From an optimization exercise on the open Yosys and OpenROAD flow, aimed at small area; shortcuts taken in it are not production practice.
RTL that was checked went through simulation tests only; none was proved equivalent to the original.
For run 1, only the layout was checked, not whether the RTL still works.

==> flow/design.v (outline; a module is shown in full before it is edited, if it fits) <==
// module sidRegs: 75 lines
// module sidVoice: 54 lines
// module sidEnvelope: 123 lines
// module sidMixer: 1216 lines
// module sidTop: 79 lines
module sidTop (
  input  logic            clk,
  input  logic            arstN,
  input  logic            clkEn,         
  input  logic            we,
  input  sidPkg::regAddrT addr,
  input  sidPkg::regDataT dataW,
  output sidPkg::regDataT dataR,
  output sidPkg::sampleT  audioOut
);
  // ...
==> flow/flow/run.sh <==
#!/bin/bash
# Own layout flow:
#  1. the standard synthesis (standard.sh), unchanged;
#  2. its combinational logic re-mapped for area with ABC (flow/remap.ys);
#     registers, full adders and tie cells are kept as they are;
#  3. a polarity clean-up (flow/faflip.py): full adders and simple gates
#     built in whichever polarity leaves the fewest inverters; then steps 2
#     and 3 once more;
#  4. the standard layout from floorplan on, with clock tree synthesis told
#     not to add dummy loads.
set -euo pipefail
R=$PWD/orfs/results/$FLOW_PLATFORM/sidTop/base
LIB=$FLOW_HOME/platforms/$FLOW_PLATFORM/lib/sky130_fd_sc_hd__tt_025C_1v80.lib
YOSYS=$FLOW_HOME/../tools/install/yosys/bin/yosys
[[ -x $YOSYS ]] || YOSYS=yosys
PERIOD_PS=$(python3 -c "print(int(round(float('$FLOW_PERIOD_NS') * 1000)))")

bash standard.sh "$R/1_2_yosys.v" > synth.log 2>&1
cp "$R/1_2_yosys.v" "$R/1_2_yosys_std.v"

printf 'set_driving_cell sky130_fd_sc_hd__buf_1\nset_load 5\n' > remap.constr
KEEP=$(grep -oE "sky130_fd_sc_hd__(df|fa_|conb|edf|sdf|dl)[A-Za-z0-9_]*" "$R/1_2_yosys_std.v" | sort -u | tr '\n' ' ')
# the platform's don't-use cells (low-power and probe cells) stay out of the mapping
DONTUSE=$(grep -oE 'cell \("?sky130_fd_sc_hd__(lpflow|probe)[A-Za-z0-9_]*' "$LIB" | sed -E 's/cell \("?/-dont_use /' | sort -u | tr '\n' ' ')
sed -e "s|{LIB}|$LIB|g" -e "s|{DONTUSE}|$DONTUSE|" -e "s|{KEEP}|$KEEP|" -e "s|{IN}|$R/1_2_yosys_std.v|" \
    -e "s|{TOP}|$FLOW_TOP|" -e "s|{SCRIPT}|$PWD/flow/area.abc|" -e "s|{CONSTR}|$PWD/remap.constr|" \
    -e "s|{PERIOD_PS}|$PERIOD_PS|" -e "s|{OUT}|$R/1_2_yosys_remap.v|" -e "s|{STAT}|$PWD/remap_stat.txt|" \
    flow/remap.ys > remap.ys
$YOSYS -q -l remap.log -s remap.ys > remap.out 2>&1

python3 flow/faflip.py "$LIB" "$R/1_2_yosys_remap.v" "$R/1_2_yosys_flip.v" > faflip.log 2>&1

# a second round: ABC again around the re-polarised adders, then the clean-up
sed -e "s|{LIB}|$LIB|g" -e "s|{DONTUSE}|$DONTUSE|" -e "s|{KEEP}|$KEEP|" -e "s|{IN}|$R/1_2_yosys_flip.v|" \
    -e "s|{TOP}|$FLOW_TOP|" -e "s|{SCRIPT}|$PWD/flow/area.abc|" -e "s|{CONSTR}|$PWD/remap.constr|" \
    -e "s|{PERIOD_PS}|$PERIOD_PS|" -e "s|{OUT}|$R/1_2_yosys_remap2.v|" -e "s|{STAT}|$PWD/remap2_stat.txt|" \
    flow/remap.ys > remap2.ys
$YOSYS -q -l remap2.log -s remap2.ys > remap2.out 2>&1
python3 flow/faflip.py "$LIB" "$R/1_2_yosys_remap2.v" "$R/1_2_yosys_flip2.v" > faflip2.log 2>&1
cp "$R/1_2_yosys_flip2.v" "$R/1_2_yosys.v"

CTS="-sink_clustering_enable -repair_clock_nets -dont_use_dummy_load -buf_list sky130_fd_sc_hd__clkbuf_8 -sink_clustering_size 16 -sink_clustering_max_diameter 50"
bash standard.sh "CTS_ARGS=$CTS" finish > layout.log 2>&1
==> flow/flow/area.abc <==
strash
dc2
dch -f
if -K 4
mfs2
strash
dc2
dch -f
amap
mfs
strash
dch -f
amap
mfs
strash
dch -f
amap
topo
==> flow/flow/faflip.py <==
"""Netlist polarity clean-up after the standard synthesis.

A full adder with all three inputs inverted gives both outputs inverted, and
many simple gates have a complementary cell with the same inputs (and2 and
nand2, a21o and a21oi, ...).  Yosys's full-adder extraction leaves many
inverters between adders; this chooses, per full adder and per simple gate,
which polarity to build so that the fewest inverters (by cell area) remain.
Registers and all other cells are left exactly as they are.

usage: faflip.py LIBERTY IN.v OUT.v
"""
import re, sys, collections, random
sys.path.insert(0, __import__('os').path.dirname(__file__))
import libinfo

INV_CELL = 'sky130_fd_sc_hd__inv_1'


def esc(n):
    # an escaped identifier ends at white space
    return n + ' ' if n.startswith('\\') else n


def parse(text):
    m = re.search(r'^module\s+(\S+)\s*\((.*?)\);', text, re.S | re.M)
    head_end = m.end()
    body_end = text.rindex('endmodule')
    body = text[head_end:body_end]
    insts = []
    other = []
    pos = 0
    inst_re = re.compile(r'^\s*(sky130_fd_sc_hd__\w+)\s+(\S+)\s*\((.*?)\);\s*$', re.S | re.M)
    for im in inst_re.finditer(body):
        other.append(body[pos:im.start()])
        pos = im.end()
        pins = [(p, n.strip()) for p, n in re.findall(r'\.(\w+)\(([^()]*)\)', im.group(3))]
        insts.append([im.group(1), im.group(2), pins])
    other.append(body[pos:])
    return text[:head_end], insts, ''.join(other), text[body_end:]


def main(libpath, src, dst):
    cells = libinfo.parse(libpath)
    comp = libinfo.complements(cells)
    area = {n: (c['area'] or 0.0) for n, c in cells.items()}
    outs = {n: set(c['out']) for n, c in cells.items()}
    text = open(src).read()
    head, insts, rest, tail = parse(text)
    ports = set()
    for d in re.findall(r'^\s*(?:input|output|inout)\s+(?:\[[^\]]*\]\s*)?([^;]+);', head + rest, re.M):
        for n in d.split(','):
            ports.add(n.strip())
    assigned = set()
    for a in re.findall(r'assign\s+(.*?);', rest, re.S):
        for tok in re.findall(r'\\?[\w\[\]\.$]+', a):
            assigned.add(tok)

    def portlike(n):
        base = n.split('[')[0].strip()
        return base in ports or n in ports or n in assigned or base in assigned or n.startswith("1'")

    def is_out(typ, p):
        return p in outs.get(typ, ())

    driver = {}
    for i, (typ, name, pins) in enumerate(insts):
        for p, n in pins:
            if is_out(typ, p):
                driver[n] = (i, p)
    # inverters and plain buffers between internal nets are folded away
    fold = {}     # output net -> (input net, parity)
    for i, (typ, name, pins) in enumerate(insts):
        short = typ.split('__')[1]
        if re.match(r'(inv|clkinv)_\d+$', short) or re.match(r'(buf|clkbuf)_\d+$', short):
            d = dict(pins)
            y = d.get('Y', d.get('X'))
            if y is not None and not portlike(y) and not portlike(d['A']):
                fold[y] = (d['A'], 1 if 'inv' in short else 0)

    def root(n):
        par = 0
        while n in fold:
            n, p = fold[n]
            par ^= p
        return n, par

    fa = [i for i, (t, _, _) in enumerate(insts) if re.search(r'__fa_\d+$', t)]
    fa_set = set(fa)
    # simple gates that may be swapped for their complement: only those whose
    # output is an internal net
    gates = []
    for i, (typ, name, pins) in enumerate(insts):
        if typ in comp and i not in fa_set:
            (o,) = outs[typ]
            onet = dict(pins)[o]
            if not portlike(onet):
                gates.append(i)
    gate_set = set(gates)
    gdelta = {i: area[comp[insts[i][0]]] - area[insts[i][0]] for i in gates}
    flip = {i: 0 for i in fa + gates}
    folded_cells = set()
    for i, (typ, name, pins) in enumerate(insts):
        d = dict(pins)
        y = d.get('Y', d.get('X'))
        if y in fold and len(pins) == 2:
            folded_cells.add(i)
    cons = collections.defaultdict(list)
    for i, (typ, name, pins) in enumerate(insts):
        if i in folded_cells:
            continue
        for p, n in pins:
            if is_out(typ, p):
                continue
            r, par = root(n)
            cons[r].append((i, p, par))
    # outputs of kept cells that nothing reads still count as roots
    inv_area = area[INV_CELL]

    def avail(r):
        d = driver.get(r)
        if d and (d[0] in fa_set or d[0] in gate_set) and d[0] not in folded_cells:
            return flip[d[0]]
        return 0

    def need_of(i, par):
        return par ^ (flip[i] if i in fa_set else 0)

    def cost_root(r):
        a = avail(r)
        for (i, p, par) in cons[r]:
            if need_of(i, par) != a:
                return inv_area
        return 0.0

    touch = collections.defaultdict(set)
    for r, lst in cons.items():
        for (i, p, par) in lst:
            if i in fa_set:
                touch[i].add(r)
    for i in fa + gates:
        for p, n in insts[i][2]:
            if is_out(insts[i][0], p):
                touch[i].add(n)

    def local(i):
        return sum(cost_root(r) for r in touch[i]) + (gdelta[i] if (i in gate_set and flip[i]) else 0.0)

    def total():
        return sum(cost_root(r) for r in cons) + sum(gdelta[i] for i in gates if flip[i])

    before = total()
    nodes = fa + gates

    def descend(order):
        changed = True
        while changed:
            changed = False
            for i in order:
                c0 = local(i)
                flip[i] ^= 1
                if local(i) < c0 - 1e-9:
                    changed = True
                else:
                    flip[i] ^= 1

    rng = random.Random(1)
    order = list(nodes)
    descend(order)
    best = total()
    best_flip = dict(flip)
    for _ in range(300):
        for i in rng.sample(nodes, max(1, len(nodes) // 40)):
            flip[i] ^= 1
        rng.shuffle(order)
        descend(order)
        c = total()
        if c <= best + 1e-9:
            best = c
            best_flip = dict(flip)
        else:
            flip.clear()
            flip.update(best_flip)
    flip.clear()
    flip.update(best_flip)
    after = total()
    folded_area = sum(area[insts[i][0]] for i in folded_cells)
    print(f"folded {len(folded_cells)} inverters/buffers ({folded_area:.1f} um2); "
          f"inverter+swap cost before {before:.1f}, after {after:.1f}; "
          f"flipped {sum(flip[i] for i in fa)} of {len(fa)} adders, "
          f"{sum(flip[i] for i in gates)} of {len(gates)} gates")
    # rewrite
    neg_net = {}
    new_insts = []
    decls = []
    k = 0
    # fresh names: a prefix that no existing name in the netlist starts with
    tag = 0
    while f"_pfix{tag}x" in text:
        tag += 1
    pre = f"_pfix{tag}x"
    for r in cons:
        a = avail(r)
        if any(need_of(i, par) != a for (i, p, par) in cons[r]):
            nn = f"{pre}{k}_"
            neg_net[r] = nn
            decls.append(f"  wire {nn};")
            new_insts.append([INV_CELL, f"{pre}c{k}_", [("A", r), ("Y", nn)]])
            k += 1
    out = []
    for i, (typ, name, pins) in enumerate(insts):
        if i in folded_cells:
            continue
        npins = []
        ntyp = typ
        if i in gate_set and flip[i]:
            ntyp = comp[typ]
            (o_old,) = outs[typ]
            (o_new,) = outs[ntyp]
        for p, n in pins:
            if is_out(typ, p):
                if ntyp != typ and p == o_old:
                    p = o_new
                npins.append((p, n))
                continue
            r, par = root(n)
            npins.append((p, r if need_of(i, par) == avail(r) else neg_net[r]))
        out.append([ntyp, name, npins])
    out += new_insts
    lines = []
    for typ, name, pins in out:
        lines.append(f"  {typ} {name} (\n" + ",\n".join(f"    .{p}({esc(n)})" for p, n in pins) + "\n  );")
    # sanity: every net driven at most once, and every read net still driven
    drv_count = collections.Counter()
    reads = set()
    for typ, name, pins in out:
        for p, n in pins:
            if is_out(typ, p):
                drv_count[n] += 1
            else:
                reads.add(n)
    multi = [n for n, c in drv_count.items() if c > 1]
    undriven = [n for n in reads if n not in drv_count and n not in driver and not portlike(n)]
    if multi or undriven:
        raise SystemExit(f"netlist check failed: multiply driven {multi[:5]}, undriven {undriven[:5]}")
    open(dst, 'w').write(head + "\n" + "\n".join(decls) + rest + "\n" + "\n".join(lines) + "\n" + tail)


if __name__ == '__main__':
    main(sys.argv[1], sys.argv[2], sys.argv[3])
==> flow/flow/libinfo.py <==
"""Cell areas, pins and output functions from a liberty file, and pairs of
cells that compute each other's complement from the same input pins."""
import re, itertools


def parse(path):
    cells = {}
    cur = None
    pin = None
    depth = 0
    stack = []
    for line in open(path):
        s = line.strip()
        m = re.match(r'cell \("?([\w]+)"?\)\s*\{', s)
        if m:
            cur = {'name': m.group(1), 'area': None, 'in': [], 'out': {}, 'ff': False}
            cells[cur['name']] = cur
            stack.append('cell')
            continue
        m = re.match(r'pin \("?(\w+)"?\)\s*\{', s)
        if m and cur is not None:
            pin = {'name': m.group(1), 'dir': None, 'func': None}
            stack.append(('pin', pin))
            continue
        if s.endswith('{'):
            if re.match(r'(ff|latch|statetable)\b', s) and cur is not None:
                cur['ff'] = True
            stack.append('x')
            continue
        if s.startswith('}'):
            if stack:
                top = stack.pop()
                if isinstance(top, tuple) and cur is not None:
                    p = top[1]
                    if p['dir'] == 'input':
                        cur['in'].append(p['name'])
                    elif p['dir'] == 'output':
                        cur['out'][p['name']] = p['func']
                if top == 'cell':
                    cur = None
            continue
        if cur is None:
            continue
        m = re.match(r'area\s*:\s*([\d.]+)', s)
        if m and cur['area'] is None and stack and stack[-1] == 'cell':
            cur['area'] = float(m.group(1))
        if stack and isinstance(stack[-1], tuple):
            p = stack[-1][1]
            m = re.match(r'direction\s*:\s*"?(\w+)"?', s)
            if m:
                p['dir'] = m.group(1)
            m = re.match(r'function\s*:\s*"([^"]*)"', s)
            if m:
                p['func'] = m.group(1)
    return cells


def evalf(func, env):
    e = func.replace('!', ' not ').replace('&', ' and ').replace('|', ' or ').replace('^', ' != ')
    for k in sorted(env, key=len, reverse=True):
        e = re.sub(r'\b%s\b' % k, str(bool(env[k])), e)
    return bool(eval(e))


def table(cell):
    (o, f), = cell['out'].items()
    ins = sorted(cell['in'])
    return tuple(evalf(f, dict(zip(ins, bits))) for bits in itertools.product([0, 1], repeat=len(ins)))


def complements(cells, prefix='sky130_fd_sc_hd__'):
    simple = {}
    for n, c in cells.items():
        if c['ff'] or len(c['out']) != 1 or not c['in'] or c['area'] is None:
            continue
        (o, f), = c['out'].items()
        if f is None or len(c['in']) > 5:
            continue
        if any(x in n for x in ('lpflow', 'probe', 'clk', 'dly', 'buf', 'inv')):
            continue
        try:
            simple[n] = (tuple(sorted(c['in'])), table(c))
        except Exception:
            continue
    by = {}
    for n, (ins, t) in simple.items():
        by.setdefault((ins, t), []).append(n)
    pairs = {}
    for n, (ins, t) in simple.items():
        comp = tuple(not x for x in t)
        cands = by.get((ins, comp), [])
        if cands:
            # same drive strength suffix if possible, else smallest area
            suf = n.rsplit('_', 1)[-1]
            same = [c for c in cands if c.rsplit('_', 1)[-1] == suf]
            pool = same or cands
            pairs[n] = min(pool, key=lambda c: cells[c]['area'])
    return pairs


if __name__ == '__main__':
    import sys
    cells = parse(sys.argv[1])
    p = complements(cells)
    for a in sorted(p):
        b = p[a]
        print(a, cells[a]['area'], list(cells[a]['out'])[0], '->', b, cells[b]['area'], list(cells[b]['out'])[0])
==> flow/flow/remap.ys <==
# Re-map the combinational logic of the standard synthesis netlist for area.
# Registers, full adders and tie cells stay exactly as they are (kept as
# black boxes); everything between them goes through ABC again.
read_liberty -ignore_miss_func {LIB}
blackbox {KEEP}
read_verilog {IN}
hierarchy -top {TOP}
flatten
opt_clean
abc -script {SCRIPT} -liberty {LIB} {DONTUSE} -constr {CONSTR} -D {PERIOD_PS}
opt_clean -purge
hilomap -singleton -hicell sky130_fd_sc_hd__conb_1 HI -locell sky130_fd_sc_hd__conb_1 LO
write_verilog -noattr -nohex -nodec {OUT}
tee -o {STAT} stat -liberty {LIB}
==> flow/standard.sh <==
#!/bin/bash
# synth_recipe.tcl (not shown) runs the flow's synth.tcl, then flattens the netlist and writes it again
# the make line also repeats each setting of config.mk as NAME=value (left out here)
make -C /OpenROAD-flow-scripts/flow DESIGN_CONFIG=/design/flow/config.mk WORK_HOME=/design/flow/orfs CLKGATE_MAP_FILE= SYNTH_SCRIPT=/design/flow/synth_recipe.tcl "${@:-finish}"
==> flow/config.mk <==
export PLATFORM = sky130hd
export DESIGN_NAME = sidTop
export DESIGN_NICKNAME = sidTop
export VERILOG_FILES = /design/flow/design.v
export SDC_FILE = /design/flow/constraint.sdc
export NUM_CORES = 4
export LEC_CHECK = 0
export CAP_MARGIN = 20
export CORE_MARGIN = 2
export CORE_UTILIZATION = 60
export CTS_BUF_LIST = sky130_fd_sc_hd__clkbuf_4
export GPL_TIMING_DRIVEN = 0
export SLEW_MARGIN = 20
==> flow/constraint.sdc <==
create_clock -name core_clock -period 9.0 [get_ports {clk}]
set_input_delay 1.8000 -clock core_clock [delete_from_list [all_inputs] [get_ports {clk}]]
set_output_delay 1.8000 -clock core_clock [all_outputs]
set_load 0.01 [all_outputs]
==> results.py, run 1 <==
metrics = {
    "worst_setup_path": {
        "critical-path-top-delay-family": "adder cells",
        "cp.required_ns": 9.46,
        "critPathMaxFanout": 9,
        "flop2flop_setup_slack_ns": 0.34,
        "timing.critical_path.to": "iMixer.clipReg[10]",
    },
    "cells_and_area": {
        "layout.non_clock_buffers": 70,
        "non_clock_buffer_area_share_pct": 2.61,
        "layout.clock.cell_area_share_pct": 1.97,
        "number_of_multi_input_logic_gates": 2054,
        "sequential_cell_total": 397,
        "antenna-diode-count": 1,
        "clockBufferCount": 42,
        "multiInputGateArea_um2": 16000,
        "stdcell_area_um2": 29300,
    },
    "floorplan": {
        "die-height_um": 216,
        "placement_rows": 77,
        "floorplan.io_pins": 41,
    },
    "global_routing": {
        "grt.total_usage_pct": 30.8,
        "initial_antenna_violation_count": 1,
        "largest_net_degree_at_the_start_of_global_routing": 104,
    },
    "clock_tree": {
        "cts_resized": 39,
        "clk-insertion-delay-late_ns": 0.67,
    },
    "place": {
        "io_buffers": 40,
        "cell_area_after_placement_um2": 28300,
    },
    "sta": {
        "finalSetupViolCount": 0,
        "finalHoldWorstSlack_ns": 0.302,
        "timing_max_transition_violations_final": 0,
        "timing.final.ws_setup_ns": 0.258,
        "tns_ns": 0,
        "maxSlewHeadroom_pct": 24.6,
    },
    "yosys": {
        "syn_inst": 2777,
    },
    "routing": {
        "detail_route.vias_per_cell": 6.14,
        "total_detailed_routing_wirelength_um": 69500,
        "met2_length_um": 32300,
        "drt-wirelength-per-cell_um": 20.0,
    },
    "status": {
        "status": "timing/DRC/antenna clean",
    },
    "hold_path": {
        "worstHoldEndpoint": "iMixer.clipDly[10]",
    },
}
==> run 2, diff against run 1 <==
--- a/flow/design.v
+++ b/flow/design.v
@@ -869,17 +869,16 @@
   logic m514;
   logic m515;
   logic m516;
   logic m517;
   logic m518;
   logic m519;
   logic [21:0] sumA, sumB;
   logic [21:0] sum;
-  logic [10:0] sumC;
   logic q0;
   logic q1;
   logic q2;
   logic q3;
   logic q4;
   logic q5;
   logic q6;
   logic q7;
@@ -934,17 +933,16 @@
   logic q56;
   logic q57;
   logic q58;
   logic q59;
   logic q60;
   logic q61;
   logic [19:0] sclA, sclB;
   logic [19:0] scl;
-  logic [20:0] sclC;
   assign m0 = (wave[0][0] & env[0][0]) ^ (wave[1][0] & env[1][0]) ^ (wave[2][0] & env2g[0]);
   assign m1 = ((wave[0][0] & env[0][0]) & (wave[1][0] & env[1][0])) | ((wave[0][0] & env[0][0]) & (wave[2][0] & env2g[0])) | ((wave[1][0] & env[1][0]) & (wave[2][0] & env2g[0]));
   assign m2 = (wave[0][0] & env[0][1]) ^ (wave[0][1] & env[0][0]) ^ (wave[1][0] & env[1][1]);
   assign m3 = ((wave[0][0] & env[0][1]) & (wave[0][1] & env[0][0])) | ((wave[0][0] & env[0][1]) & (wave[1][0] & env[1][1])) | ((wave[0][1] & env[0][0]) & (wave[1][0] & env[1][1]));
   assign m4 = (wave[1][1] & env[1][0]) ^ m2 ^ (wave[2][0] & env2g[1]);
   assign m5 = ((wave[1][1] & env[1][0]) & m2) | ((wave[1][1] & env[1][0]) & (wave[2][0] & env2g[1])) | (m2 & (wave[2][0] & env2g[1]));
   assign m6 = (wave[2][1] & env2g[0]) ^ m1 ^ m4;
   assign m7 = ((wave[2][1] & env2g[0]) & m1) | ((wave[2][1] & env2g[0]) & m4) | (m1 & m4);
@@ -1457,22 +1455,17 @@
   assign m514 = m503 ^ m512 ^ m505;
   assign m515 = (m503 & m512) | (m503 & m505) | (m512 & m505);
   assign m516 = ~(m509 ^ m511);
   assign m517 = m509 | m511;
   assign m518 = m516 ^ m513 ^ m515;
   assign m519 = (m516 & m513) | (m516 & m515) | (m513 & m515);
   assign sumA = {1'b1, m517, m518, m514, m506, m492, m472, m446, m414, m376, m332, m286, m242, m198, m156, m116, m82, m54, m32, m7, m6, m0};
   assign sumB = {1'b0, m519, 1'b0, m507, m493, m473, m447, m415, m377, 1'b0, 1'b0, m243, 1'b0, m157, 1'b0, 1'b0, 1'b0, 1'b0, 1'b0, m16, 1'b0, 1'b0};
-  assign sumC[0] = 1'b0;
-  for (genvar k = 0; k < 10; k++) begin : gsum
-    assign sum[k] = sumA[k] ^ sumB[k] ^ sumC[k];
-    assign sumC[k+1] = (sumA[k] & sumB[k]) | (sumA[k] & sumC[k]) | (sumB[k] & sumC[k]);
-  end
-  assign sum[21:10] = sumA[21:10] + sumB[21:10] + {11'd0, sumC[10]};
+  assign sum = sumA + sumB;
   assign q0 = (clipDly[2] & volume[0]) ^ (clipDly[1] & volume[1]) ^ (clipDly[0] & volume[2]);
   assign q1 = ((clipDly[2] & volume[0]) & (clipDly[1] & volume[1])) | ((clipDly[2] & volume[0]) & (clipDly[0] & volume[2])) | ((clipDly[1] & volume[1]) & (clipDly[0] & volume[2]));
   assign q2 = (clipDly[3] & volume[0]) ^ (clipDly[2] & volume[1]) ^ (clipDly[1] & volume[2]);
   assign q3 = ((clipDly[3] & volume[0]) & (clipDly[2] & volume[1])) | ((clipDly[3] & volume[0]) & (clipDly[1] & volume[2])) | ((clipDly[2] & volume[1]) & (clipDly[1] & volume[2]));
   assign q4 = (clipDly[0] & volume[3]) ^ q1 ^ q2;
   assign q5 = ((clipDly[0] & volume[3]) & q1) | ((clipDly[0] & volume[3]) & q2) | (q1 & q2);
   assign q6 = (clipDly[4] & volume[0]) ^ (clipDly[3] & volume[1]) ^ (clipDly[2] & volume[2]);
   assign q7 = ((clipDly[4] & volume[0]) & (clipDly[3] & volume[1])) | ((clipDly[4] & volume[0]) & (clipDly[2] & volume[2])) | ((clipDly[3] & volume[1]) & (clipDly[2] & volume[2]));
@@ -1527,21 +1520,17 @@
   assign q56 = ~(clipDly[15] & volume[1]) ^ (clipDly[14] & volume[2]) ^ (clipDly[13] & volume[3]);
   assign q57 = (~(clipDly[15] & volume[1]) & (clipDly[14] & volume[2])) | (~(clipDly[15] & volume[1]) & (clipDly[13] & volume[3])) | ((clipDly[14] & volume[2]) & (clipDly[13] & volume[3]));
   assign q58 = q51 ^ q56 ^ q53;
   assign q59 = (q51 & q56) | (q51 & q53) | (q56 & q53);
   assign q60 = ~(clipDly[15] & volume[2]) ^ (clipDly[14] & volume[3]) ^ q57;
   assign q61 = (~(clipDly[15] & volume[2]) & (clipDly[14] & volume[3])) | (~(clipDly[15] & volume[2]) & q57) | ((clipDly[14] & volume[3]) & q57);
   assign sclA = {1'b1, ~(clipDly[15] & volume[3]), q60, q58, q54, q45, q41, q37, q33, q29, q25, q21, q17, q13, q9, q5, q4, q0, (clipDly[1] & volume[0]), (clipDly[0] & volume[0])};
   assign sclB = {1'b0, q61, q59, q55, 1'b0, q48, q44, q40, q36, q32, q28, q24, q20, q16, q12, q8, 1'b0, 1'b0, (clipDly[0] & volume[1]), 1'b0};
-  assign sclC[0] = 1'b0;
-  for (genvar k = 0; k < 20; k++) begin : gscl
-    assign scl[k] = sclA[k] ^ sclB[k] ^ sclC[k];
-    assign sclC[k+1] = (sclA[k] & sclB[k]) | (sclA[k] & sclC[k]) | (sclB[k] & sclC[k]);
-  end
+  assign scl = sclA + sclB;
   always_comb begin
     if (!sum[21] && (sum[20] || sum[19]))      clipped = 16'sh7fff;
     else if (sum[21] && !(sum[20] && sum[19])) clipped = -16'sh8000;
     else                                       clipped = sum[19:4];
   end
   always_ff @(posedge clk or negedge arstN) begin
     if (!arstN) begin
       clipReg  <= '0;
--- a/flow/flow/run.sh
+++ b/flow/flow/run.sh
@@ -35,9 +35,9 @@
     -e "s|{TOP}|$FLOW_TOP|" -e "s|{SCRIPT}|$PWD/flow/area.abc|" -e "s|{CONSTR}|$PWD/remap.constr|" \
     -e "s|{PERIOD_PS}|$PERIOD_PS|" -e "s|{OUT}|$R/1_2_yosys_remap2.v|" -e "s|{STAT}|$PWD/remap2_stat.txt|" \
     flow/remap.ys > remap2.ys
 $YOSYS -q -l remap2.log -s remap2.ys > remap2.out 2>&1
 python3 flow/faflip.py "$LIB" "$R/1_2_yosys_remap2.v" "$R/1_2_yosys_flip2.v" > faflip2.log 2>&1
 cp "$R/1_2_yosys_flip2.v" "$R/1_2_yosys.v"
 
 CTS="-sink_clustering_enable -repair_clock_nets -dont_use_dummy_load -buf_list sky130_fd_sc_hd__clkbuf_8 -sink_clustering_size 16 -sink_clustering_max_diameter 50"
-bash standard.sh "CTS_ARGS=$CTS" finish > layout.log 2>&1
+bash standard.sh "CTS_ARGS=$CTS" RECOVER_POWER=100 finish > layout.log 2>&1
==> results.py, run 2 <==
metrics = {
    "routing": {
        "total_detailed_routing_wirelength_um": 69200,
        "initialDrtViolationCount": 1920,
        "dr_total_vias": 21741,
        "remaining_drc_errors": 0,
        "antenna_violating_nets_post_route": 0,
        "drt_pass1_iterations": 6,
        "detail_route.vias_per_cell": 6.11,
        "drt-wirelength-per-cell_um": 19.5,
    },
    "yosys": {
        "synth.avg_cell_area_um2": 9.44,
        "synthesis.nets": 3206,
        "synth.cell_area_um2": 27000,
        "yosys_warnings": 4,
        "syn_inst": 2859,
    },
    "cells_and_area": {
        "drive_above_1_share_pct": 3.91,
        "top_regs": "genVoice.iVoice.acc x72, genVoice.iEnv.prescale x48, iRegs.freq x48",
        "layout-area-overhead-vs-synth_pct": 7.99,
        "layout.cells.most_common": "nor2_1",
        "layout_nets": 3313,
        "most-common-layout-cells": "nor2_1 (689), dfrtp_1 (397), inv_1 (324)",
        "largest_reg_flops": 72,
        "max_flop_register": "genVoice.iVoice.acc",
        "antenna-diode-count": 0,
        "final.fill_count": 3672,
    },
    "floorplan": {
        "design.core.area_um2": 44300,
        "design.die.area_um2": 46700,
        "placement_rows": 77,
        "floorplan.io_pins": 41,
        "floorplan.initialDensity_pct": 60.9,
        "die-height_um": 216,
        "die_width_um": 216,
    },
    "clock_tree": {
        "cts.sinks": 397,
        "clock_tree_from_tritoncts": "built",
        "ctsHtreeMaxLevel": 2,
        "worst_setup_hold_path_clk_slew_ns": 0.08,
        "cts_hold_buffers": 0,
        "clk-insertion-delay-late_ns": 0.66,
        "cts_inserted_buffers": 41,
        "clock_tree.root_cell": "clkbuf_8",
        "max-clock-path-buffers": 3,
    },
    "status": {
        "status": "failed layout checks",
        "check_fault_list": "max-capacitance violations, max-slew violations",
    },
    "worst_setup_path": {
        "critPathMaxFanout": 16,
        "critical_r2r_launch": "genVoice[0].iEnv.env[0]",
        "cpPeakStageDelay_ns": 0.44,
        "timing.setup.critical_path_class": "in2reg",
        "timing.critical_path.mode_cell": "fa_1",
        "cp.required_ns": 9.56,
        "critical-path-slowest-cell": "fa_1",
        "reg2reg_to": "iMixer.clipReg[2]",
        "wp_data_arrival_ns": 9.24,
        "reg2regPathDepth": 33,
        "flop2flop_setup_slack_ns": 0.59,
        "kind_of_capture_point_of_the_worst_setup_path": "flip-flop",
        "timing.critical_path.from": "clkEn",
        "startpoint_type": "primary input",
    },
    "sta": {
        "fmax_achieved_ghz": 0.115,
        "layout_worst_path_cycle_share_pct": 96.5,
        "timing_max_transition_violations_final": 235,
        "final_hold_viol_count": 0,
        "maxSlewHeadroom_pct": -180,
        "finalCriticalPeriod_ns": 8.68,
        "tightestPinTransition_ns": 4.20,
        "finalSetupViolCount": 0,
        "finalHoldWorstSlack_ns": 0.347,
        "finalClockSkew_ns": 0.0942,
    },
    "hold_path": {
        "worstHoldEndpoint": "iMixer.clipDly[14]",
        "hp-start": "iMixer.clipReg[14]",
        "hold_path_class": "reg2reg",
        "whs_path_depth": 0,
    },
    "global_routing": {
        "grt_util_met3_pct": 6.06,
        "grt.total_usage_pct": 30.6,
        "largest_net_degree_at_the_start_of_global_routing": 93,
        "global_route_met1_usage_pct": 43.9,
        "first_pass_grt_wire_length_um": 113000,
        "initial_antenna_violation_count": 0,
        "grt_pass1_vias": 21862,
        "gr_peak_layer": "met2",
        "global_route.overflow_total": 0,
        "routing_usage_on_met2_pct": 47.3,
    },
    "place": {
        "dp_hpwl_um": 51200,
        "gp_congestion": 0.932,
        "io_buffers": 40,
    },
    "run": {
        "max_cap_viol_count": 3,
    },
}
[run 2: cell type report]
cell class / instances / area [um^2] / share of cell area (%)
timing repair buffer: 62 / 616 / 2.11
tap: 592 / 741 / 2.54
multi-input combinational: 2133 / 16000 / 55.0
sequential: 397 / 9930 / 34.1
inverter: 331 / 1260 / 4.32
clock buffer: 41 / 564 / 1.94
[run 2: worst max-delay path by stage]
| stage | endpoint | slack (ns) | cells past startpoint |
|---|---|---|---|
| after floorplan | genVoice[1].iVoice.acc[23] | 0.08 | 27 |
| after global placement | iRegs.freq[20] | -10.80 | 1 |
| after detailed placement | iMixer.clipReg[2] | -1.79 | 34 |
| after CTS | genVoice[2].iVoice.acc[23] | 0.03 | 29 |
| after global routing | iMixer.clipReg[2] | -0.05 | 35 |
| final | genVoice[0].iVoice.acc[23] | 0.32 | 29 |
[run 2: stage by stage]
stage / TNS (ns) / instances / worst slack (ns) / utilization, % / area [um^2]
2_1_floorplan: 0 / 2859 / 0.0814 / - / 27000
3_3_place_gp: -4370.72 / 3491 / -10.80 / 63.5 / 28100
3_5_place_dp: -50.26 / 3500 / -1.79 / 63.9 / 28300
4_1_cts: 0 / 3546 / 0.0260 / 65.5 / 29000
5_1_grt: -0.162 / 3556 / -0.0482 / 65.7 / 29100
6_report: 0 / 3556 / 0.316 / 65.7 / 29100
[run 2: critical path, delay by kind of cell]
family          cells  cell delay, ns
compound gates      1            0.23
simple gates        8            0.99
fa+ha+maj          15            5.60
buf+inv             5            0.59
[run 2: what timing repair did]
item                                    CTS  global route
endpoints found under the setup margin   32            25
gates resized for setup                  30            35
pin swaps                                 1             4
gates cloned                              1             2
endpoints found under the hold margin     0             0
setup buffers                             4             6
[run 2: layer usage]
metal	share of wire, %	routed length [um]
met1	42	29200
met2	46	31800
met3	8.6	5930
met4	3.2	2250
met5	0	0
==> run 3, diff against run 2 <==
--- a/flow/flow/run.sh
+++ b/flow/flow/run.sh
@@ -41,3 +41,3 @@
 
-CTS="-sink_clustering_enable -repair_clock_nets -dont_use_dummy_load -buf_list sky130_fd_sc_hd__clkbuf_8 -sink_clustering_size 16 -sink_clustering_max_diameter 50"
-bash standard.sh "CTS_ARGS=$CTS" RECOVER_POWER=100 finish > layout.log 2>&1
+CTS="-sink_clustering_enable -repair_clock_nets -dont_use_dummy_load -buf_list {sky130_fd_sc_hd__clkbuf_8 sky130_fd_sc_hd__clkbuf_16} -sink_clustering_size 24 -sink_clustering_max_diameter 60"
+bash standard.sh "CTS_ARGS=$CTS" finish > layout.log 2>&1
==> results.py, run 3 <==
metrics = {
    "floorplan": {
        "die-height_um": 216,
        "floorplan.io_pins": 41,
        "design.core.area_um2": 44300,
        "floorplan.initialDensity_pct": 60.9,
        "design.die.area_um2": 46700,
        "placement_rows": 77,
        "die_width_um": 216,
    },
    "yosys": {
        "synth.avg_cell_area_um2": 9.44,
        "syn_inst": 2859,
        "yosys_warnings": 4,
        "synth.cell_area_um2": 27000,
        "synthesis.nets": 3206,
    },
    "sta": {
        "fmax_achieved_ghz": 0.116,
        "tightestPinTransition_ns": 0.918,
        "maxSlewHeadroom_pct": 38.6,
        "finalSetupViolCount": 0,
        "timing_max_transition_violations_final": 0,
        "unrepaired_setup_endpoints_after_global_routing": "yes",
        "final_hold_viol_count": 0,
        "timing.final.ws_setup_ns": 0.362,
        "finalCriticalPeriod_ns": 8.64,
        "tns_ns": 0,
        "layout_worst_path_cycle_share_pct": 96.0,
        "finalClockSkew_ns": 0.116,
    },
    "routing": {
        "detail_route.vias_per_cell": 6.12,
        "drt_pass1_iterations": 9,
        "dr_total_vias": 21728,
        "antenna_violating_nets_post_route": 0,
        "drt-wirelength-per-cell_um": 19.6,
        "initialDrtViolationCount": 1965,
        "remaining_drc_errors": 0,
        "total_detailed_routing_wirelength_um": 69500,
    },
    "run": {
        "max_cap_viol_count": 0,
    },
    "cells_and_area": {
        "stdcell_area_um2": 29600,
        "drive_above_1_share_pct": 4.06,
        "layout.cells.most_common": "nor2_1",
        "antenna-diode-count": 0,
        "top_regs": "genVoice.iVoice.acc x72, genVoice.iEnv.prescale x48, iRegs.freq x48",
        "layout_nets": 3308,
        "layout-area-overhead-vs-synth_pct": 9.64,
        "most-common-layout-cells": "nor2_1 (689), dfrtp_1 (397), inv_1 (324)",
        "largest_reg_flops": 72,
        "max_flop_register": "genVoice.iVoice.acc",
    },
    "global_routing": {
        "grt_pass1_vias": 21938,
        "grt.total_usage_pct": 30.8,
        "largest_net_degree_at_the_start_of_global_routing": 93,
        "initial_antenna_violation_count": 0,
        "first_pass_grt_wire_length_um": 114000,
        "global_route.overflow_total": 0,
    },
    "hold_path": {
        "whs_path_depth": 0,
        "hold_path_class": "reg2reg",
    },
    "clock_tree": {
        "cts_hold_buffers": 0,
        "clk-insertion-delay-late_ns": 0.61,
        "max-clock-path-buffers": 3,
        "worst_setup_hold_path_clk_slew_ns": 0.07,
        "cts_inserted_buffers": 35,
        "clock_tree_from_tritoncts": "built",
        "ctsHtreeMaxLevel": 2,
        "cts.sinks": 397,
        "clock_tree.root_cell": "clkbuf_16",
    },
    "worst_setup_path": {
        "kind_of_capture_point_of_the_worst_setup_path": "flip-flop",
        "critical-path-slowest-cell": "fa_1",
        "cpPeakStageDelay_ns": 0.43,
        "startpoint_type": "primary input",
        "critPathMaxFanout": 16,
        "reg2regPathDepth": 34,
        "timing.critical_path.mode_cell": "fa_1",
        "wp_data_arrival_ns": 9.13,
        "cp.required_ns": 9.49,
        "timing.setup.critical_path_class": "in2reg",
    },
    "status": {
        "status": "timing/DRC/antenna clean",
    },
    "place": {
        "gp_congestion": 0.932,
        "io_buffers": 40,
        "cell_area_after_placement_um2": 28300,
        "dpl_worst_slack_ns": -1.79,
        "dp_hpwl_um": 51200,
    },
}
[run 3: per-layer routing]
metal / up-vias / global-route usage (%) / wire length, um
met4: 0 / 10.3 / 2280
li1: 9876 / - / -
met2: 802 / 48.0 / 32300
met1: 10889 / 43.8 / 29300
met5: - / 0 / 0
met3: 161 / 6.44 / 5620
[run 3: area by class of cell]
type,instances,area [um^2]
Sequential cell,397,9930
Clock buffer,35,876
Timing Repair Buffer,64,742
Fill cell,3611,14700
Tap cell,592,741
Multi-Input combinational cell,2132,16000
Inverter,331,1260
[run 3: critical path: cells and delay by family]
kind                     cells  cell delay (ns)
AO/OA/AOI/OAI                1             0.23
adder cells (fa/ha/maj)     15             5.49
buffers and inverters        5             0.60
AND/OR/NAND/NOR              8             1.01
[run 3: worst paths after layout]
check | start | to | slack, ns
min reg2reg | iMixer.clipReg[5] | iMixer.clipDly[5] | 0.34
max reg2reg | genVoice[0].iEnv.env[0] | iMixer.clipReg[2] | 0.74
max | clkEn | genVoice[0].iVoice.acc[23] | 0.36
min in group asynchronous | arstN | iMixer.audioOut[0] | 1.31
min | iMixer.clipReg[5] | iMixer.clipDly[5] | 0.34
max in group asynchronous | arstN | genVoice[1].iVoice.acc[1] | 6.12
[run 3: per-stage QoR]
stage | util [%] | instances | hold WS, ns
final | 66.7 | 3551 | 0.343
after global placement | 63.5 | 3491 | 0.335
after floorplan | - | 2859 | 0.331
after detailed placement | 63.9 | 3500 | 0.336
after global routing | 66.7 | 3551 | 0.354
after CTS | 66.2 | 3540 | 0.346
[run 3: timing repair]
item / CTS / global route
gates resized for setup: 36 / 34
cloned: 1 / 1
buffers inserted: 4 / 8
pin swaps: 2 / 5
setup endpoints to repair: 37 / 24
==> run 4, diff against run 3 <==
--- a/flow/flow/run.sh
+++ b/flow/flow/run.sh
@@ -41,3 +41,3 @@
 
-CTS="-sink_clustering_enable -repair_clock_nets -dont_use_dummy_load -buf_list {sky130_fd_sc_hd__clkbuf_8 sky130_fd_sc_hd__clkbuf_16} -sink_clustering_size 24 -sink_clustering_max_diameter 60"
+CTS="-sink_clustering_enable -repair_clock_nets -dont_use_dummy_load -buf_list sky130_fd_sc_hd__clkbuf_16 -sink_clustering_size 30 -sink_clustering_max_diameter 80"
 bash standard.sh "CTS_ARGS=$CTS" finish > layout.log 2>&1
==> results.py, run 4 <==
metrics = {
    "worst_setup_path": {
        "critical_r2r_launch": "genVoice[0].iEnv.env[0]",
        "cp.required_ns": 9.45,
        "critPathMaxFanout": 14,
        "kind_of_capture_point_of_the_worst_setup_path": "flip-flop",
        "timing.critical_path.from": "addr[4]",
        "wp_data_arrival_ns": 9.10,
        "critical-path-slowest-cell": "clkdlybuf4s50_1",
        "timing.setup.critical_path_class": "in2reg",
        "startpoint_type": "primary input",
        "timing.critical_path.mode_cell": "fa_1",
        "cpPeakStageDelay_ns": 0.52,
    },
    "cells_and_area": {
        "final.fill_count": 3660,
        "most-common-layout-cells": "nor2_1 (689), dfrtp_1 (397), inv_1 (324)",
        "stdcell_area_um2": 29300,
        "layout.cells.most_common": "nor2_1",
        "drive_above_1_share_pct": 3.63,
        "layout_nets": 3297,
        "layout-area-overhead-vs-synth_pct": 8.51,
        "largest_reg_flops": 72,
        "antenna-diode-count": 0,
        "max_flop_register": "genVoice.iVoice.acc",
        "top_regs": "genVoice.iVoice.acc x72, genVoice.iEnv.prescale x48, iRegs.freq x48",
    },
    "clock_tree": {
        "clk-insertion-delay-late_ns": 0.61,
        "clock_tree.root_cell": "clkbuf_16",
        "cts_inserted_buffers": 23,
        "ctsHtreeMaxLevel": 1,
        "max-clock-path-buffers": 3,
        "cts.sinks": 397,
        "clock_tree_from_tritoncts": "built",
        "worst_setup_hold_path_clk_slew_ns": 0.07,
    },
    "floorplan": {
        "floorplan.initialDensity_pct": 60.9,
        "die-height_um": 216,
        "floorplan.io_pins": 41,
        "design.core.area_um2": 44300,
        "design.die.area_um2": 46700,
        "die_width_um": 216,
        "placement_rows": 77,
    },
    "routing": {
        "met3_wirelength_um": 5660,
        "drt_pass1_iterations": 6,
        "antenna_violating_nets_post_route": 0,
        "highest_layer": "met4",
        "met2_length_um": 32400,
        "dr_total_vias": 21611,
        "routed_metal_1_wirelength_um": 29000,
        "remaining_drc_errors": 0,
        "total_detailed_routing_wirelength_um": 69200,
        "initialDrtViolationCount": 1979,
        "detail_route.vias_per_cell": 6.10,
        "drt-wirelength-per-cell_um": 19.5,
    },
    "sta": {
        "final_hold_viol_count": 0,
        "finalHoldWorstSlack_ns": 0.348,
        "layout_worst_path_cycle_share_pct": 96.2,
        "maxSlewHeadroom_pct": 36.7,
        "finalSetupViolCount": 0,
        "finalCriticalPeriod_ns": 8.66,
        "timing_max_transition_violations_final": 0,
        "finalClockSkew_ns": 0.0816,
        "fmax_achieved_ghz": 0.116,
        "tightestPinTransition_ns": 0.940,
    },
    "status": {
        "status": "timing/DRC/antenna clean",
    },
    "yosys": {
        "yosys_warnings": 4,
        "synthesis.nets": 3206,
        "synth.avg_cell_area_um2": 9.44,
        "synth.cell_area_um2": 27000,
        "syn_inst": 2859,
    },
    "run": {
        "max_cap_viol_count": 0,
    },
    "hold_path": {
        "hold_path_class": "reg2reg",
        "hp-start": "iMixer.clipReg[10]",
    },
    "global_routing": {
        "grt.total_usage_pct": 30.4,
        "global_route.overflow_total": 0,
        "first_pass_grt_wire_length_um": 113000,
        "largest_net_degree_at_the_start_of_global_routing": 93,
        "initial_antenna_violation_count": 0,
        "grt_pass1_vias": 21795,
    },
    "place": {
        "dp_hpwl_um": 51200,
        "io_buffers": 40,
        "gp_congestion": 0.932,
        "cell_area_after_placement_um2": 28300,
    },
}
## run 4: repair_timing
item / 4_1_cts / 5_1_grt
setup buffers: 5 / 8
hold buffers: 0 / 0
pin swaps: 2 / 5
cloned: 1 / 1
setup endpoints to repair: 36 / 25
resized for setup: 33 / 37
## run 4: layer usage
layer  track usage [%]  vias up
met5                 0        -
met4              8.95        0
met3              5.73      144
met2              48.1      868
met1              43.5    10754
li1                  -     9845
## run 4: area by class of cell
class | count | area (um^2) | area share [%]
flip-flops and latches | 397 | 9930 | 33.9
multi-input cells | 2132 | 16000 | 54.7
well taps | 592 | 741 | 2.53
clock buffers | 23 | 576 | 1.97
repair buffers | 65 | 749 | 2.56
inverters | 331 | 1260 | 4.30
## run 4: critical path: cells and delay by family
kind            cells  cell delay [ns]
compound gates      8             1.24
fa+ha+maj           7             2.91
buf+inv             8             1.30
simple gates       12             1.85
## run 4: path summary, 6_finish.rpt
| path | end | slack [ns] | depth (start not counted) |
|---|---|---|---|
| worst min-delay path | iMixer.clipDly[10] | 0.35 | 0 |
| worst min register to register | iMixer.clipDly[10] | 0.35 | 0 |
| max in group asynchronous | iRegs.pulseWidth[31] | 6.13 | 4 |
| worst max register to register | iMixer.clipReg[3] | 0.62 | 33 |
| min in group asynchronous | iMixer.audioOut[15] | 1.28 | 1 |
| worst max-delay path | iMixer.clipReg[3] | 0.34 | 35 |
## run 4: per-stage QoR
step / setup TNS (ns) / utilization [%] / std cells / setup WS [ns]
after CTS: 0 / 65.5 / 3529 / 0.00187
after global routing: -0.121 / 66.1 / 3540 / -0.0356
after floorplan: 0 / - / 2859 / 0.0814
after global placement: -4370.72 / 63.5 / 3491 / -10.80
final: 0 / 66.1 / 3540 / 0.344
after detailed placement: -50.26 / 63.9 / 3500 / -1.79
==> run 5, diff against run 4 <==
--- a/flow/flow/run.sh
+++ b/flow/flow/run.sh
@@ -7,3 +7,3 @@
 #     built in whichever polarity leaves the fewest inverters; then steps 2
-#     and 3 once more;
+#     and 3 twice more;
 #  4. the standard layout from floorplan on, with clock tree synthesis told
@@ -39,5 +39,13 @@
 python3 flow/faflip.py "$LIB" "$R/1_2_yosys_remap2.v" "$R/1_2_yosys_flip2.v" > faflip2.log 2>&1
-cp "$R/1_2_yosys_flip2.v" "$R/1_2_yosys.v"
 
-CTS="-sink_clustering_enable -repair_clock_nets -dont_use_dummy_load -buf_list sky130_fd_sc_hd__clkbuf_16 -sink_clustering_size 30 -sink_clustering_max_diameter 80"
+# and a third
+sed -e "s|{LIB}|$LIB|g" -e "s|{DONTUSE}|$DONTUSE|" -e "s|{KEEP}|$KEEP|" -e "s|{IN}|$R/1_2_yosys_flip2.v|" \
+    -e "s|{TOP}|$FLOW_TOP|" -e "s|{SCRIPT}|$PWD/flow/area.abc|" -e "s|{CONSTR}|$PWD/remap.constr|" \
+    -e "s|{PERIOD_PS}|$PERIOD_PS|" -e "s|{OUT}|$R/1_2_yosys_remap3.v|" -e "s|{STAT}|$PWD/remap3_stat.txt|" \
+    flow/remap.ys > remap3.ys
+$YOSYS -q -l remap3.log -s remap3.ys > remap3.out 2>&1
+python3 flow/faflip.py "$LIB" "$R/1_2_yosys_remap3.v" "$R/1_2_yosys_flip3.v" > faflip3.log 2>&1
+cp "$R/1_2_yosys_flip3.v" "$R/1_2_yosys.v"
+
+CTS="-sink_clustering_enable -repair_clock_nets -dont_use_dummy_load -buf_list sky130_fd_sc_hd__clkbuf_8 -sink_clustering_size 16 -sink_clustering_max_diameter 50"
 bash standard.sh "CTS_ARGS=$CTS" finish > layout.log 2>&1
==> results.py, run 5 <==
metrics = {
    "routing": {
        "drt-wirelength-per-cell_um": 19.1,
        "remaining_drc_errors": 0,
        "antenna_violating_nets_post_route": 0,
        "drt_pass1_iterations": 7,
        "dr_total_vias": 21779,
        "total_detailed_routing_wirelength_um": 69000,
        "detail_route.vias_per_cell": 6.02,
        "initialDrtViolationCount": 1878,
    },
    "status": {
        "status": "timing/DRC/antenna clean",
    },
    "global_routing": {
        "grt.total_usage_pct": 30.5,
        "grt_pass1_vias": 21885,
        "global_route.overflow_total": 0,
        "initial_antenna_violation_count": 1,
        "first_pass_grt_wire_length_um": 112000,
        "largest_net_degree_at_the_start_of_global_routing": 96,
    },
    "clock_tree": {
        "max-clock-path-buffers": 3,
        "clk-insertion-delay-late_ns": 0.66,
        "cts_inserted_buffers": 43,
        "clock_tree_from_tritoncts": "built",
        "clock_tree.root_cell": "clkbuf_8",
        "cts.sinks": 397,
        "ctsHtreeMaxLevel": 2,
        "worst_setup_hold_path_clk_slew_ns": 0.08,
    },
    "worst_setup_path": {
        "timing.setup.critical_path_class": "in2reg",
        "cp.required_ns": 9.50,
        "critical-path-slowest-cell": "fa_1",
        "timing.critical_path.mode_cell": "fa_1",
        "startpoint_type": "primary input",
        "kind_of_capture_point_of_the_worst_setup_path": "flip-flop",
        "cpPeakStageDelay_ns": 0.44,
        "critPathMaxFanout": 22,
        "wp_data_arrival_ns": 9.26,
    },
    "sta": {
        "layout_worst_path_cycle_share_pct": 97.4,
        "fmax_achieved_ghz": 0.114,
        "maxSlewHeadroom_pct": 30.3,
        "timing.final.ws_setup_ns": 0.234,
        "finalCriticalPeriod_ns": 8.77,
        "final_hold_viol_count": 0,
        "finalSetupViolCount": 0,
        "finalClockSkew_ns": 0.108,
        "timing_max_transition_violations_final": 0,
        "tightestPinTransition_ns": 1.04,
    },
    "cells_and_area": {
        "multiInputGateArea_um2": 16000,
        "antenna-diode-count": 0,
        "stdcell_area_um2": 29300,
        "drive_above_1_share_pct": 4.62,
        "top_regs": "genVoice.iVoice.acc x72, genVoice.iEnv.prescale x48, iRegs.freq x48",
        "max_flop_register": "genVoice.iVoice.acc",
        "layout_nets": 3377,
        "layout-area-overhead-vs-synth_pct": 9.02,
        "final.fill_count": 3552,
        "most-common-layout-cells": "nor2_1 (718), dfrtp_1 (397), fa_1 (314)",
        "largest_reg_flops": 72,
        "layout.cells.most_common": "nor2_1",
        "finalCoreUtilization_pct": 66.3,
        "seq_area_um2": 9930,
    },
    "floorplan": {
        "placement_rows": 77,
        "die_width_um": 216,
        "design.core.area_um2": 44200,
        "floorplan.initialDensity_pct": 60.8,
        "die-height_um": 216,
        "design.die.area_um2": 46500,
        "floorplan.io_pins": 41,
    },
    "yosys": {
        "synth.cell_area_um2": 26900,
        "yosys_warnings": 4,
        "syn_inst": 2920,
        "synth.avg_cell_area_um2": 9.21,
        "synthesis.nets": 3267,
    },
    "place": {
        "gp_congestion": 0.918,
        "cell_area_after_placement_um2": 28200,
        "io_buffers": 40,
        "dp_hpwl_um": 50400,
        "dpl_worst_slack_ns": -2.73,
    },
    "hold_path": {
        "hold_path_class": "reg2reg",
    },
    "run": {
        "max_cap_viol_count": 0,
    },
}
[run 5: what timing repair did]
item,CTS,global route
cloned,2,0
pin swaps,4,7
resized for setup,48,40
buffers inserted,8,4
hold endpoints to repair,0,0
hold buffers,0,0
setup endpoints to repair,40,24
[run 5: area by class of cell]
cell class / instances / share of cell area, %
Clock buffer: 43 / 2.02
Inverter: 308 / 4.05
Multi-Input combinational cell: 2216 / 54.7
Sequential cell: 397 / 33.9
Tap cell: 592 / 2.53
Timing Repair Buffer: 64 / 2.79
[run 5: through the flow]
| stage | setup TNS [ns] | cells | hold slack (ns) |
|---|---|---|---|
| 2_1_floorplan | 0 | 2920 | 0.331 |
| 3_3_place_gp | -4423.94 | 3552 | 0.335 |
| 3_5_place_dp | -71.27 | 3559 | 0.335 |
| 4_1_cts | 0 | 3612 | 0.314 |
| 5_1_grt | -0.0294 | 3620 | 0.317 |
| 6_report | 0 | 3620 | 0.305 |
[run 5: path summary, 6_finish.rpt]
path | start | to | slack (ns) | depth (start not counted)
min in group asynchronous | arstN | iMixer.audioOut[15] | 1.11 | 1
max in group asynchronous | arstN | genVoice[1].iVoice.acc[0] | 6.27 | 4
worst max register to register | genVoice[1].iEnv.env[3] | iMixer.clipReg[10] | 0.37 | 33
worst min register to register | iMixer.clipReg[10] | iMixer.clipDly[10] | 0.30 | 0
worst max-delay path | clkEn | genVoice[1].iVoice.acc[23] | 0.23 | 29
worst min-delay path | iMixer.clipReg[10] | iMixer.clipDly[10] | 0.30 | 0
[run 5: metal layers]
layer	share of wire, %	global-route usage (%)
met3	7.7	4.43
met2	47	47.6
met4	3.1	10.5
met5	0	0
met1	42	44.2
[run 5: critical path: cells and delay by family]
family                     cells  cell delay [ns]
AOI/OAI and AO/OA              1             0.24
adders and majority gates     15             5.58
buffers and inverters          5             0.60
and+or+nand+nor                8             0.99
==> run 6, diff against run 5 <==
--- a/flow/flow/run.sh
+++ b/flow/flow/run.sh
@@ -7,3 +7,3 @@
 #     built in whichever polarity leaves the fewest inverters; then steps 2
-#     and 3 twice more;
+#     and 3 once more;
 #  4. the standard layout from floorplan on, with clock tree synthesis told
@@ -39,11 +39,3 @@
 python3 flow/faflip.py "$LIB" "$R/1_2_yosys_remap2.v" "$R/1_2_yosys_flip2.v" > faflip2.log 2>&1
-
-# and a third
-sed -e "s|{LIB}|$LIB|g" -e "s|{DONTUSE}|$DONTUSE|" -e "s|{KEEP}|$KEEP|" -e "s|{IN}|$R/1_2_yosys_flip2.v|" \
-    -e "s|{TOP}|$FLOW_TOP|" -e "s|{SCRIPT}|$PWD/flow/area.abc|" -e "s|{CONSTR}|$PWD/remap.constr|" \
-    -e "s|{PERIOD_PS}|$PERIOD_PS|" -e "s|{OUT}|$R/1_2_yosys_remap3.v|" -e "s|{STAT}|$PWD/remap3_stat.txt|" \
-    flow/remap.ys > remap3.ys
-$YOSYS -q -l remap3.log -s remap3.ys > remap3.out 2>&1
-python3 flow/faflip.py "$LIB" "$R/1_2_yosys_remap3.v" "$R/1_2_yosys_flip3.v" > faflip3.log 2>&1
-cp "$R/1_2_yosys_flip3.v" "$R/1_2_yosys.v"
+cp "$R/1_2_yosys_flip2.v" "$R/1_2_yosys.v"
 
--- a/flow/flow/faflip.py
+++ b/flow/flow/faflip.py
@@ -231,15 +231,2 @@
         lines.append(f"  {typ} {name} (\n" + ",\n".join(f"    .{p}({esc(n)})" for p, n in pins) + "\n  );")
-    # sanity: every net driven at most once, and every read net still driven
-    drv_count = collections.Counter()
-    reads = set()
-    for typ, name, pins in out:
-        for p, n in pins:
-            if is_out(typ, p):
-                drv_count[n] += 1
-            else:
-                reads.add(n)
-    multi = [n for n, c in drv_count.items() if c > 1]
-    undriven = [n for n in reads if n not in drv_count and n not in driver and not portlike(n)]
-    if multi or undriven:
-        raise SystemExit(f"netlist check failed: multiply driven {multi[:5]}, undriven {undriven[:5]}")
     open(dst, 'w').write(head + "\n" + "\n".join(decls) + rest + "\n" + "\n".join(lines) + "\n" + tail)
==> results.py, run 6 <==
metrics = {
    "hold_path": {
        "hp-start": "iMixer.clipReg[14]",
        "hold_path_class": "reg2reg",
        "worstHoldEndpoint": "iMixer.clipDly[14]",
        "whs_path_depth": 0,
    },
    "clock_tree": {
        "clock_tree_from_tritoncts": "built",
        "worst_setup_hold_path_clk_slew_ns": 0.08,
        "clk-insertion-delay-late_ns": 0.66,
        "cts.sinks": 397,
        "max-clock-path-buffers": 3,
        "cts_inserted_buffers": 41,
        "ctsHtreeMaxLevel": 2,
        "cts_hold_buffers": 0,
        "clock_tree.root_cell": "clkbuf_8",
    },
    "sta": {
        "tightestPinTransition_ns": 0.957,
        "layout_worst_path_cycle_share_pct": 96.5,
        "fmax_achieved_ghz": 0.115,
        "finalClockSkew_ns": 0.0964,
        "final_hold_viol_count": 0,
        "finalSetupViolCount": 0,
        "timing_max_transition_violations_final": 0,
        "finalCriticalPeriod_ns": 8.68,
        "tns_ns": 0,
        "maxSlewHeadroom_pct": 35.5,
    },
    "place": {
        "io_buffers": 40,
        "cell_area_after_placement_um2": 28300,
        "dp_hpwl_um": 51200,
        "placed_cells": 3500,
        "gp_congestion": 0.932,
    },
    "worst_setup_path": {
        "kind_of_capture_point_of_the_worst_setup_path": "flip-flop",
        "timing.setup.critical_path_class": "in2reg",
        "startpoint_type": "primary input",
        "flop2flop_setup_slack_ns": 0.59,
        "critical-path-slowest-cell": "fa_1",
        "reg2reg_to": "iMixer.clipReg[2]",
        "cpPeakStageDelay_ns": 0.44,
        "reg2regPathDepth": 33,
        "critical_r2r_launch": "genVoice[0].iEnv.env[0]",
        "timing.critical_path.mode_cell": "fa_1",
        "wp_data_arrival_ns": 9.24,
        "critPathMaxFanout": 16,
        "cp.required_ns": 9.56,
    },
    "global_routing": {
        "initial_antenna_violation_count": 0,
        "first_pass_grt_wire_length_um": 113000,
        "largest_net_degree_at_the_start_of_global_routing": 93,
        "grt_pass1_vias": 21862,
        "global_route.overflow_total": 0,
        "grt.total_usage_pct": 30.6,
    },
    "routing": {
        "initialDrtViolationCount": 1947,
        "antenna_violating_nets_post_route": 0,
        "detail_route.vias_per_cell": 6.11,
        "dr_total_vias": 21721,
        "routed_metal_1_wirelength_um": 29300,
        "drt-wirelength-per-cell_um": 19.5,
        "highest_layer": "met4",
        "met2_length_um": 31800,
        "remaining_drc_errors": 0,
        "met3_wirelength_um": 5800,
        "drt_pass1_iterations": 6,
        "total_detailed_routing_wirelength_um": 69200,
    },
    "cells_and_area": {
        "top_regs": "genVoice.iVoice.acc x72, genVoice.iEnv.prescale x48, iRegs.freq x48",
        "max_flop_register": "genVoice.iVoice.acc",
        "final.fill_count": 3658,
        "drive_above_1_share_pct": 4.01,
        "layout_nets": 3313,
        "layout.cells.most_common": "nor2_1",
        "largest_reg_flops": 72,
        "stdcell_area_um2": 29200,
        "most-common-layout-cells": "nor2_1 (689), dfrtp_1 (397), inv_1 (324)",
        "post_layout_nonfiller_instances": 3556,
        "antenna-diode-count": 0,
        "layout-area-overhead-vs-synth_pct": 8.36,
    },
    "yosys": {
        "yosys_warnings": 4,
        "syn_inst": 2859,
        "synth.cell_area_um2": 27000,
        "synth.avg_cell_area_um2": 9.44,
        "synthesis.nets": 3206,
    },
    "floorplan": {
        "design.core.area_um2": 44300,
        "design.die.area_um2": 46700,
        "floorplan.initialDensity_pct": 60.9,
        "die_width_um": 216,
        "floorplan.io_pins": 41,
        "placement_rows": 77,
        "die-height_um": 216,
    },
    "run": {
        "max_cap_viol_count": 0,
    },
    "status": {
        "status": "timing/DRC/antenna clean",
    },
}
run 6: per-layer routing:
layer,vias to the layer above,GRT usage (%)
met1,10820,43.9
met3,168,6.06
met5,-,0
met4,0,10.6
met2,854,47.3
li1,9879,-
run 6: what timing repair did:
item                       4_1_cts  5_1_grt
pin swaps                        1        4
setup buffers                    4        6
resized for setup               30       35
cloned                           1        2
setup endpoints to repair       32       25
run 6: stage by stage:
| step | setup WS, ns | utilization (%) | hold slack, ns |
|---|---|---|---|
| after floorplan | 0.0814 | - | 0.331 |
| after global placement | -10.80 | 63.5 | 0.335 |
| after detailed placement | -1.79 | 63.9 | 0.336 |
| after CTS | 0.0260 | 65.5 | 0.347 |
| after global routing | -0.0482 | 66.0 | 0.352 |
| final | 0.315 | 66.0 | 0.345 |
run 6: worst max path at each step:
stage             from                         end
6_report         clkEn  genVoice[0].iVoice.acc[23]
5_1_grt        addr[4]           iMixer.clipReg[2]
4_1_cts          clkEn  genVoice[2].iVoice.acc[23]
3_5_place_dp        we           iMixer.clipReg[2]
3_3_place_gp     arstN              iRegs.freq[20]
2_1_floorplan    clkEn  genVoice[1].iVoice.acc[23]
run 6: final cells by class:
class	instances	area, um^2	share of cell area [%]
Clock buffer	41	564	1.93
Inverter	331	1260	4.31
Multi-Input combinational cell	2133	16000	54.8
Sequential cell	397	9930	34.0
Tap cell	592	741	2.53
Timing Repair Buffer	62	714	2.44
run 6: critical path, delay by kind of cell:
kind,cells,cell delay (ns)
AO/OA/AOI/OAI,1,0.23
adder cells (fa/ha/maj),15,5.61
buffers and inverters,5,0.59
AND/OR/NAND/NOR,8,0.99

-- what the ideal ports hide --
Ports are ideal in the flow. The routed layouts listed here were re-timed in OpenROAD. Step 1 sets driving cells, clkbuf_16 on the clock port and buf_2 on the other inputs (assumed; they add their load-dependent delay and slew). Step 2 adds t to the input delays and takes it off the output delays; t is the mean of the earliest and latest rising clock arrival at the registers after step 1. Input paths then give back, and output paths get back, about the clock's delay inside the block. a / b / c = ideal / step 1 / step 2; a / b = the first two.
| run | shift t [ns] | setup WS [ns] | clock arrival spread, ns | worst data-port slew with drivers (ns) |
|---|---|---|---|---|
| run 1 | 0.655 | 0.258 / 0.289 / -0.366 | 0.137 / 0.137 | 0.07 |
| run 2 | 0.665 | 0.316 / 0.322 / -0.343 | 0.123 / 0.123 | 0.05 |
| run 3 | 0.613 | 0.362 / 0.372 / -0.241 | 0.117 / 0.118 | 0.05 |
| run 4 | 0.625 | 0.344 / 0.370 / -0.255 | 0.088 / 0.088 | 0.05 |
| run 5 | 0.661 | 0.234 / 0.228 / -0.433 | 0.109 / 0.109 | 0.06 |
| run 6 | 0.667 | 0.315 / 0.321 / -0.346 | 0.120 / 0.120 | 0.05 |
The setup slack of run 5, which loses most, moves by -0.006 ns with the drivers and by -0.667 ns with both steps.
